From an optimization exercise on the open Yosys and OpenROAD flow, aimed at small area and a short achievable clock period; shortcuts taken in it are not production practice.
In this exercise RTL edits were held to simulation tests only and were not proved equivalent to the original.
Power and IR drop assume default switching activity.

## the previous run
==> module rdq_ctrl, before the edit <==
module rdq_ctrl (
  input  logic                         clk,
  input  logic                         rst,
  input  logic                         start,
  input  logic [1:0]                   kind,
  input  logic [9:0]                   position,
  output logic [15:0]                  wf_hi,     
  output logic [15:0]                  wf_lo,     
  output logic [15:0]                  wb_hi,     
  output logic [15:0]                  wb_lo,     
  output logic [3:0][3:0]              rsel,      
  output logic                         rd_ok,
  output logic [1:0]                   status_now,
  output logic [8:0]                   fill_now
);
  logic [7:0] head;    
  logic [7:0] back;    
  logic [8:0] fill;
  logic       rev;
  logic [7:0] rbase;   
  logic       full;
  logic [7:0] head_dec;
  logic       is_push, is_read, phys_back, push_ok;
  assign full     = fill[8];
  assign head_dec = head - 8'd1;
  assign is_push  = kind[0] ^ kind[1];
  assign is_read  = kind[0] & kind[1];
  assign phys_back = kind[1] ^ rev;
  assign push_ok  = is_push & ~full;
  always_comb begin
    for (int h = 0; h < 16; h++) begin
      wf_hi[h] = ~full & (head_dec[7:4] == 4'(h));
      wb_hi[h] = ~full & (back[7:4] == 4'(h));
      wf_lo[h] = (head_dec[3:0] == 4'(h));
      wb_lo[h] = (back[3:0] == 4'(h));
    end
  end
  logic [3:0][3:0]  pd_oh, dsum, dgt;
  logic [3:0][3:0][3:0] dtab;
  logic [3:0]       dgen, dprop;
  logic [3:0]       dcar;
  logic [15:0]      nib_oh, ncar;
  logic [3:0][15:0] ntab;
  logic [3:0]       nsum1;
  always_comb begin
    for (int i = 0; i < 4; i++) begin
      for (int m = 0; m < 4; m++) begin
        pd_oh[i][m] = (position[2*i +: 2] == 2'(m));
        for (int k = 0; k < 4; k++) begin
          dtab[i][k][m] = rev ? (rbase[2*i +: 2] == 2'((k + m + 1) & 3))
                              : (rbase[2*i +: 2] == 2'((k - m) & 3));
        end
        dgt[i][m] = rev ? (rbase[2*i +: 2] > 2'(m)) : (rbase[2*i +: 2] > 2'(3 - m));
      end
      for (int k = 0; k < 4; k++) begin
        dsum[i][k] = |(pd_oh[i] & dtab[i][k]);
      end
      dgen[i]  = |(pd_oh[i] & dgt[i]);
      dprop[i] = dsum[i][3];
    end
    for (int m = 0; m < 16; m++) begin
      nib_oh[m] = (position[3:0] == 4'(m));
      ncar[m]   = 1'b0;
      for (int k = 0; k < 4; k++) ntab[k][m] = 1'b0;
      for (int v = 0; v < 16; v++) begin
        for (int k = 0; k < 4; k++) begin
          if ((((v + m) >> 2) & 3) == k)
            ntab[k][m] = ntab[k][m] | (~rev & (rbase[3:0] == 4'(v)));
          if ((((v + 15 - m) >> 2) & 3) == k)
            ntab[k][m] = ntab[k][m] | (rev & (rbase[3:0] == 4'(v)));
        end
        if (v + m > 15)      ncar[m] = ncar[m] | (~rev & (rbase[3:0] == 4'(v)));
        if (v + 15 - m > 15) ncar[m] = ncar[m] | (rev & (rbase[3:0] == 4'(v)));
      end
    end
    for (int k = 0; k < 4; k++) nsum1[k] = |(nib_oh & ntab[k]);
    dcar[0] = 1'b0;
    dcar[1] = 1'b0;
    dcar[2] = |(nib_oh & ncar);
    dcar[3] = dgen[2] | (dprop[2] & dcar[2]);
    rsel[0] = dsum[0];
    rsel[1] = nsum1;
    for (int i = 2; i < 4; i++) begin
      for (int k = 0; k < 4; k++) begin
        rsel[i][k] = dcar[i] ? dsum[i][(k - 1) & 3] : dsum[i][k];
      end
    end
  end
  logic [3:0] dlt, deq;
  logic       pos_lt;
  always_comb begin
    for (int i = 0; i < 4; i++) begin
      dlt[i] = (position[2*i +: 2] < fill[2*i +: 2]);
      deq[i] = (position[2*i +: 2] == fill[2*i +: 2]);
    end
    pos_lt = dlt[3] | (deq[3] & dlt[2]) | (deq[3] & deq[2] & dlt[1]) |
             (deq[3] & deq[2] & deq[1] & dlt[0]);
  end
  assign rd_ok = is_read & ~position[9] & ~position[8] & (full | pos_lt);
  always_comb begin
    status_now = 2'd0;
    if (is_push & full) status_now = 2'd1;
    if (is_read & ~rd_ok) status_now = 2'd2;
  end
  assign fill_now = push_ok ? fill + 9'd1 : fill;
  logic [7:0] head_nx, back_nx;
  logic       rev_nx;
  always_comb begin
    head_nx = head;
    back_nx = back;
    rev_nx  = rev;
    if (kind == 2'd0) rev_nx = ~rev;
    if (push_ok) begin
      if (phys_back) back_nx = back + 8'd1;
      else           head_nx = head_dec;
    end
  end
  always_ff @(posedge clk) begin
    if (rst) begin
      head  <= '0;
      back  <= '0;
      fill  <= '0;
      rev   <= 1'b0;
      rbase <= '0;
    end else if (start) begin
      fill  <= fill_now;
      head  <= head_nx;
      back  <= back_nx;
      rev   <= rev_nx;
      rbase <= rev_nx ? back_nx : head_nx;
    end
  end
endmodule
export LEC_CHECK = 0
export CAP_MARGIN = 20
export CORE_MARGIN = 2
export CORE_UTILIZATION = 70
export CTS_BUF_LIST = sky130_fd_sc_hd__clkbuf_8 sky130_fd_sc_hd__clkbuf_16
export CTS_CLUSTER_DIAMETER = 70
export CTS_CLUSTER_SIZE = 30
export SETUP_SLACK_MARGIN = 3.0
export SLEW_MARGIN = 20
export TNS_END_PERCENT = 5
create_clock -name core_clock -period 6.0 [get_ports {clk}]
standard.sh (not shown) runs the stock make flow with config.mk's settings and CLKGATE_MAP_FILE= SYNTH_SCRIPT=/design/flow/synth_recipe.tcl, a recipe that flattens the netlist after the stock synthesis.
==> flow/flow/run.sh <==
#!/bin/bash
export BUFFER_PORTS_ARGS="-buffer_cell sky130_fd_sc_hd__buf_4"
bash standard.sh > standard.log 2>&1
Changes in the current run relative to the previous run:
--- a/flow/design.v
+++ b/flow/design.v
@@ -79,27 +79,29 @@
   assign full     = fill[8];
   assign head_dec = head - 8'd1;
   assign is_push  = kind[0] ^ kind[1];
   assign is_read  = kind[0] & kind[1];
   assign phys_back = kind[1] ^ rev;
   assign push_ok  = is_push & ~full;
+  logic k1, k2;
+  assign k1 = start & kind[0] & ~kind[1];
+  assign k2 = start & kind[1] & ~kind[0];
   always_comb begin
     for (int h = 0; h < 16; h++) begin
-      wf_hi[h] = ~full & (head_dec[7:4] == 4'(h));
-      wb_hi[h] = ~full & (back[7:4] == 4'(h));
+      wf_hi[h] = (k1 & ~full & ~rev & (head_dec[7:4] == 4'(h))) |
+                 (k2 & ~full &  rev & (head_dec[7:4] == 4'(h)));
+      wb_hi[h] = (k1 & ~full &  rev & (back[7:4] == 4'(h))) |
+                 (k2 & ~full & ~rev & (back[7:4] == 4'(h)));
       wf_lo[h] = (head_dec[3:0] == 4'(h));
       wb_lo[h] = (back[3:0] == 4'(h));
     end
   end
   logic [3:0][3:0]  pd_oh, dsum, dgt;
   logic [3:0][3:0][3:0] dtab;
   logic [3:0]       dgen, dprop;
   logic [3:0]       dcar;
-  logic [15:0]      nib_oh, ncar;
-  logic [3:0][15:0] ntab;
-  logic [3:0]       nsum1;
   always_comb begin
     for (int i = 0; i < 4; i++) begin
       for (int m = 0; m < 4; m++) begin
         pd_oh[i][m] = (position[2*i +: 2] == 2'(m));
         for (int k = 0; k < 4; k++) begin
           dtab[i][k][m] = rev ? (rbase[2*i +: 2] == 2'((k + m + 1) & 3))
@@ -110,35 +112,17 @@
       for (int k = 0; k < 4; k++) begin
         dsum[i][k] = |(pd_oh[i] & dtab[i][k]);
       end
       dgen[i]  = |(pd_oh[i] & dgt[i]);
       dprop[i] = dsum[i][3];
     end
-    for (int m = 0; m < 16; m++) begin
-      nib_oh[m] = (position[3:0] == 4'(m));
-      ncar[m]   = 1'b0;
-      for (int k = 0; k < 4; k++) ntab[k][m] = 1'b0;
-      for (int v = 0; v < 16; v++) begin
-        for (int k = 0; k < 4; k++) begin
-          if ((((v + m) >> 2) & 3) == k)
-            ntab[k][m] = ntab[k][m] | (~rev & (rbase[3:0] == 4'(v)));
-          if ((((v + 15 - m) >> 2) & 3) == k)
-            ntab[k][m] = ntab[k][m] | (rev & (rbase[3:0] == 4'(v)));
-        end
-        if (v + m > 15)      ncar[m] = ncar[m] | (~rev & (rbase[3:0] == 4'(v)));
-        if (v + 15 - m > 15) ncar[m] = ncar[m] | (rev & (rbase[3:0] == 4'(v)));
-      end
-    end
-    for (int k = 0; k < 4; k++) nsum1[k] = |(nib_oh & ntab[k]);
     dcar[0] = 1'b0;
-    dcar[1] = 1'b0;
-    dcar[2] = |(nib_oh & ncar);
-    dcar[3] = dgen[2] | (dprop[2] & dcar[2]);
-    rsel[0] = dsum[0];
-    rsel[1] = nsum1;
-    for (int i = 2; i < 4; i++) begin
+    dcar[1] = dgen[0];
+    dcar[2] = dgen[1] | (dprop[1] & dgen[0]);
+    dcar[3] = dgen[2] | (dprop[2] & dgen[1]) | (dprop[2] & dprop[1] & dgen[0]);
+    for (int i = 0; i < 4; i++) begin
       for (int k = 0; k < 4; k++) begin
         rsel[i][k] = dcar[i] ? dsum[i][(k - 1) & 3] : dsum[i][k];
       end
     end
   end
   logic [3:0] dlt, deq;
The current run ran to completion and came out clean on the timing, DRC and antenna checks.
Via count (lower): the current run
Number of instances in the synthesized netlist grows slightly when moving from the previous run to the current run.
Worst hold path cell count in the current run is 1 lower than in the previous run
The current run ended up with a higher CTS buffer count than the previous run did.
A critical path class of flop to output pin is what the previous run shows, while primary input to flop belongs to the current run.
Diff the previous run -> the current run: number of logic stages on the critical path including buffering went up 11, slack of the critical path went up.

---

v6:
reversible_deque, a different RTL version from the one above (not shown whole).
For scale: roughly 0.082 mm² of cells after synthesis.
==> module rdq_ctrl, before the edit <==
module rdq_ctrl (
  input  logic                         clk,
  input  logic                         rst,
  input  logic                         start,
  input  logic [1:0]                   kind,
  input  logic [9:0]                   position,
  output logic [15:0]                  wf_hi,     
  output logic [15:0]                  wf_lo,     
  output logic [15:0]                  wb_hi,     
  output logic [15:0]                  wb_lo,     
  output logic [3:0][3:0]              rsel,      
  output logic                         rd_ok,
  output logic [1:0]                   status_now,
  output logic [8:0]                   fill_now
);
  logic [7:0] head;    
  logic [7:0] back;    
  logic [8:0] fill;
  logic       rev;
  logic [7:0] rbase;   
  logic       full;
  logic [7:0] head_dec;
  logic       is_push, is_read, phys_back, push_ok;
  assign full     = fill[8];
  assign head_dec = head - 8'd1;
  assign is_push  = kind[0] ^ kind[1];
  assign is_read  = kind[0] & kind[1];
  assign phys_back = kind[1] ^ rev;
  assign push_ok  = is_push & ~full;
  always_comb begin
    for (int h = 0; h < 16; h++) begin
      wf_hi[h] = ~full & (head_dec[7:4] == 4'(h));
      wb_hi[h] = ~full & (back[7:4] == 4'(h));
      wf_lo[h] = (head_dec[3:0] == 4'(h));
      wb_lo[h] = (back[3:0] == 4'(h));
    end
  end
  logic [3:0][3:0]  pd_oh, dsum, dgt;
  logic [3:0][3:0][3:0] dtab;
  logic [3:0]       dgen, dprop;
  logic [3:0]       dcar;
  always_comb begin
    for (int i = 0; i < 4; i++) begin
      for (int m = 0; m < 4; m++) begin
        pd_oh[i][m] = (position[2*i +: 2] == 2'(m));
        for (int k = 0; k < 4; k++) begin
          dtab[i][k][m] = rev ? (rbase[2*i +: 2] == 2'((k + m + 1) & 3))
                              : (rbase[2*i +: 2] == 2'((k - m) & 3));
        end
        dgt[i][m] = rev ? (rbase[2*i +: 2] > 2'(m)) : (rbase[2*i +: 2] > 2'(3 - m));
      end
      for (int k = 0; k < 4; k++) begin
        dsum[i][k] = |(pd_oh[i] & dtab[i][k]);
      end
      dgen[i]  = |(pd_oh[i] & dgt[i]);
      dprop[i] = dsum[i][3];
    end
    dcar[0] = 1'b0;
    dcar[1] = dgen[0];
    dcar[2] = dgen[1] | (dprop[1] & dgen[0]);
    dcar[3] = dgen[2] | (dprop[2] & dgen[1]) | (dprop[2] & dprop[1] & dgen[0]);
    for (int i = 0; i < 4; i++) begin
      for (int k = 0; k < 4; k++) begin
        rsel[i][k] = dcar[i] ? dsum[i][(k - 1) & 3] : dsum[i][k];
      end
    end
  end
  logic [3:0] dlt, deq;
  logic       pos_lt;
  always_comb begin
    for (int i = 0; i < 4; i++) begin
      dlt[i] = (position[2*i +: 2] < fill[2*i +: 2]);
      deq[i] = (position[2*i +: 2] == fill[2*i +: 2]);
    end
    pos_lt = dlt[3] | (deq[3] & dlt[2]) | (deq[3] & deq[2] & dlt[1]) |
             (deq[3] & deq[2] & deq[1] & dlt[0]);
  end
  assign rd_ok = is_read & ~position[9] & ~position[8] & (full | pos_lt);
  always_comb begin
    status_now = 2'd0;
    if (is_push & full) status_now = 2'd1;
    if (is_read & ~rd_ok) status_now = 2'd2;
  end
  assign fill_now = push_ok ? fill + 9'd1 : fill;
  logic [7:0] head_nx, back_nx;
  logic       rev_nx;
  always_comb begin
    head_nx = head;
    back_nx = back;
    rev_nx  = rev;
    if (kind == 2'd0) rev_nx = ~rev;
    if (push_ok) begin
      if (phys_back) back_nx = back + 8'd1;
      else           head_nx = head_dec;
    end
  end
  always_ff @(posedge clk) begin
    if (rst) begin
      head  <= '0;
      back  <= '0;
      fill  <= '0;
      rev   <= 1'b0;
      rbase <= '0;
    end else if (start) begin
      fill  <= fill_now;
      head  <= head_nx;
      back  <= back_nx;
      rev   <= rev_nx;
      rbase <= rev_nx ? back_nx : head_nx;
    end
  end
endmodule
==> flow/config.mk <==
export PLATFORM = sky130hd
export DESIGN_NAME = reversible_deque
export DESIGN_NICKNAME = reversible_deque
export VERILOG_FILES = /design/flow/design.v
export SDC_FILE = /design/flow/constraint.sdc
export NUM_CORES = 4
export LEC_CHECK = 0
export CAP_MARGIN = 20
export CORE_MARGIN = 2
export CORE_UTILIZATION = 70
export CTS_BUF_LIST = sky130_fd_sc_hd__clkbuf_8 sky130_fd_sc_hd__clkbuf_16
export CTS_CLUSTER_DIAMETER = 60
export CTS_CLUSTER_SIZE = 30
export SETUP_SLACK_MARGIN = 3.0
export SLEW_MARGIN = 20
export TNS_END_PERCENT = 0
==> flow/constraint.sdc <==
create_clock -name core_clock -period 6.0 [get_ports {clk}]
set_input_delay 1.2000 -clock core_clock [delete_from_list [all_inputs] [get_ports {clk}]]
set_output_delay 1.2000 -clock core_clock [all_outputs]
set_load 0.01 [all_outputs]
Scripts as last shown in full above: flow/flow/run.sh
### v6 -> v7
--- a/flow/design.v
+++ b/flow/design.v
@@ -81,12 +81,17 @@
   assign is_push  = kind[0] ^ kind[1];
   assign is_read  = kind[0] & kind[1];
   assign phys_back = kind[1] ^ rev;
   assign push_ok  = is_push & ~full;
+  logic k1, k2;
+  assign k1 = start & kind[0] & ~kind[1];
+  assign k2 = start & kind[1] & ~kind[0];
   always_comb begin
     for (int h = 0; h < 16; h++) begin
-      wf_hi[h] = ~full & (head_dec[7:4] == 4'(h));
-      wb_hi[h] = ~full & (back[7:4] == 4'(h));
+      wf_hi[h] = (k1 & ~full & ~rev & (head_dec[7:4] == 4'(h))) |
+                 (k2 & ~full &  rev & (head_dec[7:4] == 4'(h)));
+      wb_hi[h] = (k1 & ~full &  rev & (back[7:4] == 4'(h))) |
+                 (k2 & ~full & ~rev & (back[7:4] == 4'(h)));
       wf_lo[h] = (head_dec[3:0] == 4'(h));
       wb_lo[h] = (back[3:0] == 4'(h));
     end
   end
Findings:
Compared with v6, synthesized cell count in v7 increased slightly.
v7 vs v6: total power consumption of the routed design down by a few percent
v6 → v7: number of detailed-routing iterations run before antenna repair lower, fraction of area in clock buffers and inverters roughly the same.
v7 vs v6: minimum clock period down in v7
When v7 is measured against v6, its area of the die turns out about 1% lower.
Delay of the slowest cell on the worst path: v7 < v6
Diff v7..v6 | area used by sequential logic in the layout | negligible
Post-cts repair resize count (lower): v7
What v7 reported for first-pass GRT wire length has to be multiplied by 1.08 to get the figure for v6.
Post-route non-filler standard cell count: v7 vs v6 — no meaningful difference

-- port drivers added, routing unchanged --
The flow's constraints put no driver on any port. The routed layouts listed below were extracted and timed again, unchanged, in two steps.
Step 1, drivers: a clkbuf_16 drives clk and a buf_2 each remaining input, both assumed.
Step 2 moves the port delays by t, midway between the first and last clock arrival at a register: inputs arrive t later, outputs are due t later. That takes back most of the time a late clock gives input paths.
Slacks: no drivers / after step 1 / after step 2; pairs: no drivers / after step 1.
run	shift t [ns]	slack for setup (ns)	worst setup path after step 2
the previous run	0.820	2.642 / 2.574 / 1.934	input to register
the current run	0.839	2.769 / 2.711 / 1.977	input to register
v6	0.839	2.291 / 2.291 / 1.751	input to register
v7	0.859	2.538 / 2.570 / 1.711	input to register
After both steps every run listed still meets setup and hold. For v7, which loses most, drivers alone change the setup slack by +0.032 ns; drivers and shift together by -0.827 ns.
